From an optimization exercise on the open Yosys and OpenROAD flow, aimed at small area, a short achievable clock period and few clock cycles; shortcuts taken in it are not production practice. The RTL was checked by simulation tests, not by an equivalence proof against the original design.

### flow/run.sh
#!/bin/bash
# synth_recipe.tcl (not shown) runs the flow's synth.tcl, then flattens the netlist and writes it again
# the make line also repeats each setting of config.mk as NAME=value (left out here)
make -C /OpenROAD-flow-scripts/flow DESIGN_CONFIG=/design/flow/config.mk WORK_HOME=/design/flow/orfs CLKGATE_MAP_FILE= SYNTH_SCRIPT=/design/flow/synth_recipe.tcl finish
### flow/config.mk
export PLATFORM = sky130hd
export DESIGN_NAME = ring_buffer_table_engine
export DESIGN_NICKNAME = ring_buffer_table_engine
export VERILOG_FILES = /design/flow/design.v
export SDC_FILE = /design/flow/constraint.sdc
export NUM_CORES = 4
export LEC_CHECK = 0
export CAP_MARGIN = 20
export CORE_MARGIN = 2
export CORE_UTILIZATION = 40
export SLEW_MARGIN = 20
### flow/constraint.sdc
create_clock -name core_clock -period 8.0 [get_ports {clk}]
set_input_delay 1.6000 -clock core_clock [delete_from_list [all_inputs] [get_ports {clk}]]
set_output_delay 1.6000 -clock core_clock [all_outputs]
set_load 0.01 [all_outputs]
### flow/design.v
`default_nettype none
package rbte_pkg;
    localparam int DATA_W     = 32;
    localparam int CNT_W      = 5;
    localparam int IDX_W      = 4;
    localparam int OP_W       = 2;
    localparam int CFG_IDX_W  = 2;
    localparam int CFG_DATA_W = 32;
    localparam int CAP_LIMIT = (1 << CNT_W) - 1;
    localparam int DEF_MAX_ENTRIES  = 16;
    localparam int DEF_ELEMENT_BITS = 32;
    localparam logic [CFG_IDX_W-1:0] REG_CAPACITY = CFG_IDX_W'(0);
    localparam logic [CFG_IDX_W-1:0] REG_MASK     = CFG_IDX_W'(1);
    localparam int                    RESET_CAPACITY = 16;
    localparam logic [CFG_DATA_W-1:0] RESET_MASK     = '1;
    typedef enum logic [OP_W-1:0] {
        OP_ADD    = 2'd0,
        OP_FIND   = 2'd1,
        OP_UPDATE = 2'd2,
        OP_REMOVE = 2'd3
    } op_t;
endpackage
`default_nettype wire
`default_nettype none
module rbte_ram #(
    parameter int WIDTH = 32,
    parameter int DEPTH = 16
) (
    input  wire logic                     clk,
    input  wire logic                     we,
    input  wire logic [$clog2(DEPTH)-1:0] waddr,
    input  wire logic [WIDTH-1:0]         wdata,
    input  wire logic                     re,
    input  wire logic [$clog2(DEPTH)-1:0] raddr,
    output logic      [WIDTH-1:0]         rdata
);
    logic [WIDTH-1:0] mem [DEPTH];
    always_ff @(posedge clk)
    begin
        if (we)
        begin
            mem[waddr] <= wdata;
        end
        if (re)
        begin
            rdata <= mem[raddr];
        end
    end
endmodule
`default_nettype wire
`default_nettype none
import rbte_pkg::*;
module rbte_slot_unit #(
    parameter int PW           = 4,
    parameter int ELEMENT_BITS = 32
) (
    input  wire logic [PW-1:0]                  base,
    input  wire logic [rbte_pkg::CNT_W-1:0]     offset,
    input  wire logic [rbte_pkg::CNT_W-1:0]     capacity,
    input  wire logic [ELEMENT_BITS-1:0]        entry,
    input  wire logic [ELEMENT_BITS-1:0]        criteria,
    input  wire logic [rbte_pkg::DATA_W-1:0]    mask,
    output logic      [PW-1:0]                  slot,
    output logic                                match
);
    logic [CNT_W:0]  sum;
    logic [CNT_W:0]  cap_ext;
    logic [CNT_W:0]  wrapped;
    logic [DATA_W-1:0] entry_w;
    logic [DATA_W-1:0] crit_w;
    assign sum     = (CNT_W+1)'(base) + (CNT_W+1)'(offset);
    assign cap_ext = (CNT_W+1)'(capacity);
    assign wrapped = (sum >= cap_ext) ? (sum - cap_ext) : sum;
    assign slot    = PW'(wrapped);
    assign entry_w = DATA_W'(entry);
    assign crit_w  = DATA_W'(criteria);
    assign match   = ((entry_w ^ crit_w) & mask) == '0;
endmodule
`default_nettype wire
`default_nettype none
import rbte_pkg::*;
module ring_buffer_table_engine #(
    parameter int MAX_ENTRIES  = rbte_pkg::DEF_MAX_ENTRIES,
    parameter int ELEMENT_BITS = rbte_pkg::DEF_ELEMENT_BITS
) (
    input  wire logic                            clk,
    input  wire logic                            rst_n,
    input  wire logic                            in_valid,
    output logic                                 in_ready,
    input  wire logic [rbte_pkg::OP_W-1:0]       opcode,
    input  wire logic [rbte_pkg::DATA_W-1:0]     item_value,
    input  wire logic [rbte_pkg::IDX_W-1:0]      logical_index,
    output logic                                 out_valid,
    input  wire logic                            out_ready,
    output logic                                 found,
    output logic      [rbte_pkg::IDX_W-1:0]      match_index,
    output logic      [rbte_pkg::DATA_W-1:0]     match_value,
    output logic                                 status,
    output logic      [rbte_pkg::CNT_W-1:0]      fill_count,
    input  wire logic                            cfg_valid,
    output logic                                 cfg_ready,
    input  wire logic [rbte_pkg::CFG_IDX_W-1:0]  cfg_index,
    input  wire logic [rbte_pkg::CFG_DATA_W-1:0] cfg_data
);
    localparam int CAP_MAX   = (MAX_ENTRIES < CAP_LIMIT) ? MAX_ENTRIES : CAP_LIMIT;
    localparam int PW        = $clog2(CAP_MAX);
    localparam int CAP_RESET = (RESET_CAPACITY > CAP_MAX) ? CAP_MAX : RESET_CAPACITY;
    typedef enum logic [2:0] {
        S_IDLE,
        S_DISPATCH,
        S_FIND_RD,
        S_FIND_CMP,
        S_RM_RD,
        S_RM_WR,
        S_RM_CLR,
        S_DELIVER
    } state_t;
    state_t                  state_reg;
    state_t                  state_next;
    rbte_pkg::op_t           op_reg;
    rbte_pkg::op_t           op_next;
    logic [ELEMENT_BITS-1:0] val_reg, val_next;
    logic [IDX_W-1:0]        idx_reg, idx_next;
    logic [CNT_W-1:0]        k_reg, k_next;
    logic [PW-1:0]           oldest_reg, oldest_next;
    logic [PW-1:0]           next_pos_reg, next_pos_next;
    logic [CNT_W-1:0]        count_reg, count_next;
    logic [CNT_W-1:0]        cap_reg, cap_next;
    logic [DATA_W-1:0]       mask_reg, mask_next;
    logic                    res_found_reg, res_found_next;
    logic [IDX_W-1:0]        res_index_reg, res_index_next;
    logic [DATA_W-1:0]       res_value_reg, res_value_next;
    logic                    res_status_reg, res_status_next;
    logic                    out_valid_reg, out_valid_next;
    logic                    found_reg, found_next;
    logic [IDX_W-1:0]        match_index_reg, match_index_next;
    logic [DATA_W-1:0]       match_value_reg, match_value_next;
    logic                    status_reg, status_next;
    logic [CNT_W-1:0]        fill_count_reg, fill_count_next;
    logic [PW-1:0]           unit_base;
    logic [CNT_W-1:0]        unit_offset;
    logic [PW-1:0]           unit_slot;
    logic                    unit_match;
    logic                    ram_we;
    logic                    ram_re;
    logic [PW-1:0]           ram_addr;
    logic [ELEMENT_BITS-1:0] ram_wdata;
    logic [ELEMENT_BITS-1:0] ram_rdata;
    logic [CNT_W-1:0]        k_plus;
    logic [CNT_W-1:0]        idx_ext;
    logic [CNT_W-1:0]        cap_written;
    assign k_plus  = k_reg + CNT_W'(1);
    assign idx_ext = CNT_W'(idx_reg);
    always_comb
    begin
        priority if (cfg_data[CNT_W-1:0] == '0)
        begin
            cap_written = CNT_W'(1);
        end
        else if (cfg_data[CNT_W-1:0] > CNT_W'(CAP_MAX))
        begin
            cap_written = CNT_W'(CAP_MAX);
        end
        else
        begin
            cap_written = cfg_data[CNT_W-1:0];
        end
    end
    rbte_slot_unit #(
        .PW           (PW),
        .ELEMENT_BITS (ELEMENT_BITS)
    ) u_slot_unit (
        .base     (unit_base),
        .offset   (unit_offset),
        .capacity (cap_reg),
        .entry    (ram_rdata),
        .criteria (val_reg),
        .mask     (mask_reg),
        .slot     (unit_slot),
        .match    (unit_match)
    );
    rbte_ram #(
        .WIDTH (ELEMENT_BITS),
        .DEPTH (CAP_MAX)
    ) u_store (
        .clk   (clk),
        .we    (ram_we),
        .waddr (ram_addr),
        .wdata (ram_wdata),
        .re    (ram_re),
        .raddr (ram_addr),
        .rdata (ram_rdata)
    );
    always_comb
    begin
        state_next       = state_reg;
        op_next          = op_reg;
        val_next         = val_reg;
        idx_next         = idx_reg;
        k_next           = k_reg;
        oldest_next      = oldest_reg;
        next_pos_next    = next_pos_reg;
        count_next       = count_reg;
        cap_next         = cap_reg;
        mask_next        = mask_reg;
        res_found_next   = res_found_reg;
        res_index_next   = res_index_reg;
        res_value_next   = res_value_reg;
        res_status_next  = res_status_reg;
        out_valid_next   = out_valid_reg && !out_ready;
        found_next       = found_reg;
        match_index_next = match_index_reg;
        match_value_next = match_value_reg;
        status_next      = status_reg;
        fill_count_next  = fill_count_reg;
        unit_base   = oldest_reg;
        unit_offset = k_reg;
        ram_we      = 1'b0;
        ram_re      = 1'b0;
        ram_wdata   = val_reg;
        ram_addr    = unit_slot;
        unique case (state_reg)
            S_IDLE:
            begin
                if (in_valid)
                begin
                    op_next    = rbte_pkg::op_t'(opcode);
                    val_next   = ELEMENT_BITS'(item_value);
                    idx_next   = logical_index;
                    state_next = S_DISPATCH;
                end
            end
            S_DISPATCH:
            begin
                res_found_next  = 1'b0;
                res_index_next  = '0;
                res_value_next  = '0;
                res_status_next = 1'b0;
                state_next      = S_DELIVER;
                unique case (op_reg)
                    OP_ADD:
                    begin
                        unit_base     = next_pos_reg;
                        unit_offset   = CNT_W'(1);
                        ram_addr      = next_pos_reg;
                        ram_we        = 1'b1;
                        next_pos_next = unit_slot;
                        if (count_reg >= cap_reg)
                        begin
                            oldest_next = unit_slot;
                            count_next  = cap_reg;
                        end
                        else
                        begin
                            count_next = count_reg + CNT_W'(1);
                        end
                    end
                    OP_FIND:
                    begin
                        if (count_reg == '0)
                        begin
                            res_status_next = 1'b1;
                        end
                        else
                        begin
                            k_next     = '0;
                            state_next = S_FIND_RD;
                        end
                    end
                    OP_UPDATE:
                    begin
                        if (idx_ext >= count_reg)
                        begin
                            res_status_next = 1'b1;
                        end
                        else
                        begin
                            unit_offset = idx_ext;
                            ram_we      = 1'b1;
                        end
                    end
                    OP_REMOVE:
                    begin
                        if (idx_ext >= count_reg)
                        begin
                            res_status_next = 1'b1;
                        end
                        else
                        begin
                            k_next     = idx_ext;
                            state_next = ((idx_ext + CNT_W'(1)) < count_reg) ? S_RM_RD
                                                                            : S_RM_CLR;
                        end
                    end
                endcase
            end
            S_FIND_RD:
            begin
                ram_re     = 1'b1;
                state_next = S_FIND_CMP;
            end
            S_FIND_CMP:
            begin
                if (unit_match)
                begin
                    res_found_next = 1'b1;
                    res_index_next = IDX_W'(k_reg);
                    res_value_next = DATA_W'(ram_rdata);
                    state_next     = S_DELIVER;
                end
                else if (k_plus == count_reg)
                begin
                    state_next = S_DELIVER;
                end
                else
                begin
                    k_next     = k_plus;
                    state_next = S_FIND_RD;
                end
            end
            S_RM_RD:
            begin
                unit_offset = k_plus;
                ram_re      = 1'b1;
                state_next  = S_RM_WR;
            end
            S_RM_WR:
            begin
                ram_we     = 1'b1;
                ram_wdata  = ram_rdata;
                k_next     = k_plus;
                state_next = ((k_plus + CNT_W'(1)) < count_reg) ? S_RM_RD : S_RM_CLR;
            end
            S_RM_CLR:
            begin
                unit_base     = next_pos_reg;
                unit_offset   = cap_reg - CNT_W'(1);
                ram_we        = 1'b1;
                ram_wdata     = '0;
                next_pos_next = unit_slot;
                count_next    = count_reg - CNT_W'(1);
                state_next    = S_DELIVER;
            end
            S_DELIVER:
            begin
                if (!out_valid_reg || out_ready)
                begin
                    out_valid_next   = 1'b1;
                    found_next       = res_found_reg;
                    match_index_next = res_index_reg;
                    match_value_next = res_value_reg;
                    status_next      = res_status_reg;
                    fill_count_next  = count_reg;
                    state_next       = S_IDLE;
                end
            end
            default:
            begin
                state_next = S_IDLE;
            end
        endcase
        if (cfg_valid)
        begin
            if (cfg_index == REG_CAPACITY)
            begin
                cap_next      = cap_written;
                oldest_next   = '0;
                next_pos_next = '0;
                count_next    = '0;
            end
            else if (cfg_index == REG_MASK)
            begin
                mask_next = cfg_data;
            end
        end
    end
    always_ff @(posedge clk or negedge rst_n)
    begin
        if (!rst_n)
        begin
            state_reg       <= S_IDLE;
            op_reg          <= OP_ADD;
            val_reg         <= '0;
            idx_reg         <= '0;
            k_reg           <= '0;
            oldest_reg      <= '0;
            next_pos_reg    <= '0;
            count_reg       <= '0;
            cap_reg         <= CNT_W'(CAP_RESET);
            mask_reg        <= RESET_MASK;
            res_found_reg   <= 1'b0;
            res_index_reg   <= '0;
            res_value_reg   <= '0;
            res_status_reg  <= 1'b0;
            out_valid_reg   <= 1'b0;
            found_reg       <= 1'b0;
            match_index_reg <= '0;
            match_value_reg <= '0;
            status_reg      <= 1'b0;
            fill_count_reg  <= '0;
        end
        else
        begin
            state_reg       <= state_next;
            op_reg          <= op_next;
            val_reg         <= val_next;
            idx_reg         <= idx_next;
            k_reg           <= k_next;
            oldest_reg      <= oldest_next;
            next_pos_reg    <= next_pos_next;
            count_reg       <= count_next;
            cap_reg         <= cap_next;
            mask_reg        <= mask_next;
            res_found_reg   <= res_found_next;
            res_index_reg   <= res_index_next;
            res_value_reg   <= res_value_next;
            res_status_reg  <= res_status_next;
            out_valid_reg   <= out_valid_next;
            found_reg       <= found_next;
            match_index_reg <= match_index_next;
            match_value_reg <= match_value_next;
            status_reg      <= status_next;
            fill_count_reg  <= fill_count_next;
        end
    end
    assign in_ready    = (state_reg == S_IDLE);
    assign cfg_ready   = 1'b1;
    assign out_valid   = out_valid_reg;
    assign found       = found_reg;
    assign match_index = match_index_reg;
    assign match_value = match_value_reg;
    assign status      = status_reg;
    assign fill_count  = fill_count_reg;
endmodule
`default_nettype wire
==> flow_summary.json <==
{
  "drv_cap": 0,
  "num_vias": 18921,
  "synth_top_cell_area_share_pct": 52.4,
  "syn_area_mm2": 0.0312,
  "clkSinkCount": 722,
  "synth.largest_area_cell": "edfxtp_1",
  "ios": 123,
  "die_w_um": 283,
  "setup_tns_ps": 0,
  "wl_per_cell_um": 24.6,
  "drv_slew": 0,
  "async_flop_share_pct": 24.7,
  "core_mm2": 0.0773,
  "status": "finished clean",
  "hold_class": "reg2reg",
  "grt_usage_pct": 19.9,
  "drt_iter0_markers": 1722,
  "ys_seq_area_share_pct": 66.8,
  "dr_wl_met3_um": 5190,
  "cp.arrival_ps": 7760,
  "synth_cell_types": 67,
  "post-cts-setup-buffers": 0,
  "end_kind": "register",
  "root_buffer": "clkbuf_16",
  "synth-seq-cells": 722,
  "grt_max_degree": 102,
  "rows": 102,
  "hold_violations": 0,
  "slew-limit-headroom_pct": 27.0,
  "portBuffers": 121,
  "path_max_fanout": 93,
  "ys.flop_type": "edfxtp_1",
  "antenna_cells": 0,
  "dr.max_layer_used": "met4",
  "grt_pass1_vias": 18866,
  "post-route-period-util_pct": 92.8,
  "skew_ps": 23.9,
  "wl_um": 81500,
  "dieArea_mm2": 0.0802,
  "cts_max_path_buffers": 3,
  "wl_met1_um": 37800,
  "first_pass_iters": 6,
  "initial_core_util_pct": 40.3,
  "grt_pass1_wl_um": 122000,
  "place_hpwl_um": 52500,
  "syn_area_per_cell_um2": 14.9,
  "ant_nets": 0,
  "ys_warn_count": 2,
  "dp_cells": 3176,
  "critical-path-max-stage-delay_ps": 560,
  "netlist_instances": 2093,
  "cpLargestDelayFamily": "compound AO/OA/AOI/OAI gates",
  "drc_errors": 0,
  "critPathLaunchType": "register",
  "final_cells": 3313,
  "viasPerCell": 5.71,
  "fmax_mhz": 135,
  "grt_overflow": 0,
  "required_ps": 8340,
  "largest_register_ffs": 512,
  "rsz0062_at_grt": "no",
  "gp_congestion": 0.876,
  "clkTransAtPathRegs_ps": 60,
  "drive_gt1_share_pct": 15.7,
  "cts_buffers": 74,
  "critPathKind": "reg2reg",
  "cts_tree": "done",
  "fin_crit_ps": 7420,
  "wl_met2_um": 37100,
  "synth_fp_nets": 2206,
  "die_h_um": 283,
  "top_register": "u_store.mem",
  "worstMarginPinSlew_ps": 1100,
  "htreeDepth": 3,
  "antenna_found_initial": 4,
  "final-setup-viol-count": 0,
  "synth.area.top_cells": "edfxtp_1 52%, dfrtp_1 12%, mux2i_1 8.3%",
  "synth_edf_count": 544,
  "insertion_delay_ps": 630,
  "cp_num_buf_inv": 3,
  "cp_slowest_cell": "or4_1",
  "area_growth_pct": 16.4,
  "nNetsFinal": 2325
}
## cells in the mapped netlist, types with 8 or more instances
| cell type | count |
|---|---|
| edfxtp_1 | 544 |
| nor3_1 | 8 |
| o21ai_0 | 33 |
| nand2_1 | 53 |
| dfstp_2 | 33 |
| xor2_1 | 39 |
| mux2i_1 | 260 |
| ha_1 | 34 |
| buf_6 | 10 |
| dfrtp_1 | 145 |
| a22oi_1 | 10 |
| inv_1 | 27 |
| a21oi_1 | 39 |
| buf_2 | 25 |
| clkbuf_1 | 90 |
| a221oi_1 | 37 |
| a221o_1 | 64 |
| a22o_1 | 102 |
| nor2_1 | 149 |
| or4_1 | 33 |
| o22ai_1 | 96 |
| xnor2_1 | 18 |
| nor2b_1 | 11 |
| mux2_2 | 113 |
| nand3_1 | 20 |
## worst register-to-register path, cell delays in order (launching register included)
cell and delay [ps]:
dfrtp_1 520, inv_1 210, ha_1 340, nand2_1 50, o21ai_0 220, a21oi_1 110
nor2_1 370, a21o_1 240, nand3b_1 230, a32oi_1 100, nor2_1 120, a21oi_1 80
ha_1 290, fa_1 460, xnor2_1 350, inv_1 140, ha_1 360, a21oi_1 160
o21a_1 240, o21a_4 300, mux2i_4 290, o21bai_4 340, buf_16 560, mux2i_1 360
o22ai_1 150, or4_1 560
## final timing paths
path / startpoint / end / slack (ps) / depth (start not counted)
max: count_reg[2]$_DFF_PN0_ / u_store.rdata[3]$_DFFE_PN_ / 580 / 25
min: res_found_reg$_DFFE_PN0P_ / res_found_reg$_DFFE_PN0P_ / 480 / 1
max reg2reg: count_reg[2]$_DFF_PN0_ / u_store.rdata[3]$_DFFE_PN_ / 580 / 25
min reg2reg: res_found_reg$_DFFE_PN0P_ / res_found_reg$_DFFE_PN0P_ / 480 / 1
max in group asynchronous: rst_n / val_reg[23]$_DFFE_PN0P_ / 5400 / 2
min in group asynchronous: rst_n / fill_count_reg[2]$_DFFE_PN0P_ / 1060 / 1
## area by class of cell
class	instances	area (um^2)
flip-flops and latches	722	20800
multi-input cells	1211	9910
clock buffers	97	2070
repair buffers	176	1700
clock inverters	40	390
inverters	27	101
well taps	1040	1300
fillers	6702	41000
## layer usage
| layer | GRT usage [%] | up-vias |
|---|---|---|
| met5 | 0 | - |
| met4 | 5.45 | 0 |
| met3 | 3.31 | 80 |
| met2 | 30.9 | 603 |
| met1 | 29.0 | 9770 |
| li1 | - | 8468 |
## stage by stage
step           worst slack [ps]  hold slack [ps]  utilization, %  area (um^2)
2_1_floorplan              1200              444               -        31200
3_3_place_gp                749              456            43.7        33800
3_5_place_dp                601              471            43.8        33800
4_1_cts                     563              484            46.9        36300
5_1_grt                    5.79              511            46.9        36300
6_report                    579              483            46.9        36300
## logic make-up after synthesis
group                      after synthesis  synth area share [%]
AOI/OAI and AO/OA                      431                  10.6
xor gates and xnor gates                57                  1.60
adders and majority gates               36                  1.49
buffers and inverters                  160                  2.29
DFF                                    722                  66.8
muxes                                  373                  12.4
other                                    1                0.0120
and+or+nand+nor                        313                  4.75
## layout by cell type (no fill, tap or decap), types with 53 or more instances in the layout
cell and n:
clkdlybuf4s50_1 120, mux2i_1 259, a221o_1 64, edfxtp_1 544, a22o_1 102, clkbuf_16 78
nor2_1 128, dfrtp_1 143, o22ai_1 96, mux2_2 113, nand2_1 53
## repair_timing
action | in CTS | in global routing
setup endpoints to repair | 0 | 2
hold buffers | 0 | 0
gates resized for setup | 0 | 1
Testbench counts, summed over its fixed seeds: cycles 39,951.

-- separate check: timing with driven ports --
The flow's constraints put no driver on any port. The routed layout listed below was extracted and timed again, unchanged, in two steps.
Step 1, drivers: a clkbuf_16 drives clk and a buf_2 each remaining input, both assumed.
Step 2 moves the port delays by t, midway between the first and last clock arrival at a register: inputs arrive t later, outputs are due t later. That takes back most of the time a late clock gives input paths.
a / b / c = ideal ports / drivers / drivers and shift; a / b = the first two.
t (ns): 0.679
setup slack, ns: 0.579 / 0.579 / 0.579
worst setup path at the end: register to register
slew at the worst register clock pin (ns): 0.07 / 0.07
After both steps this run still meets setup and hold. For this run, drivers alone change the setup slack by 0.000 ns; drivers and shift together by 0.000 ns.
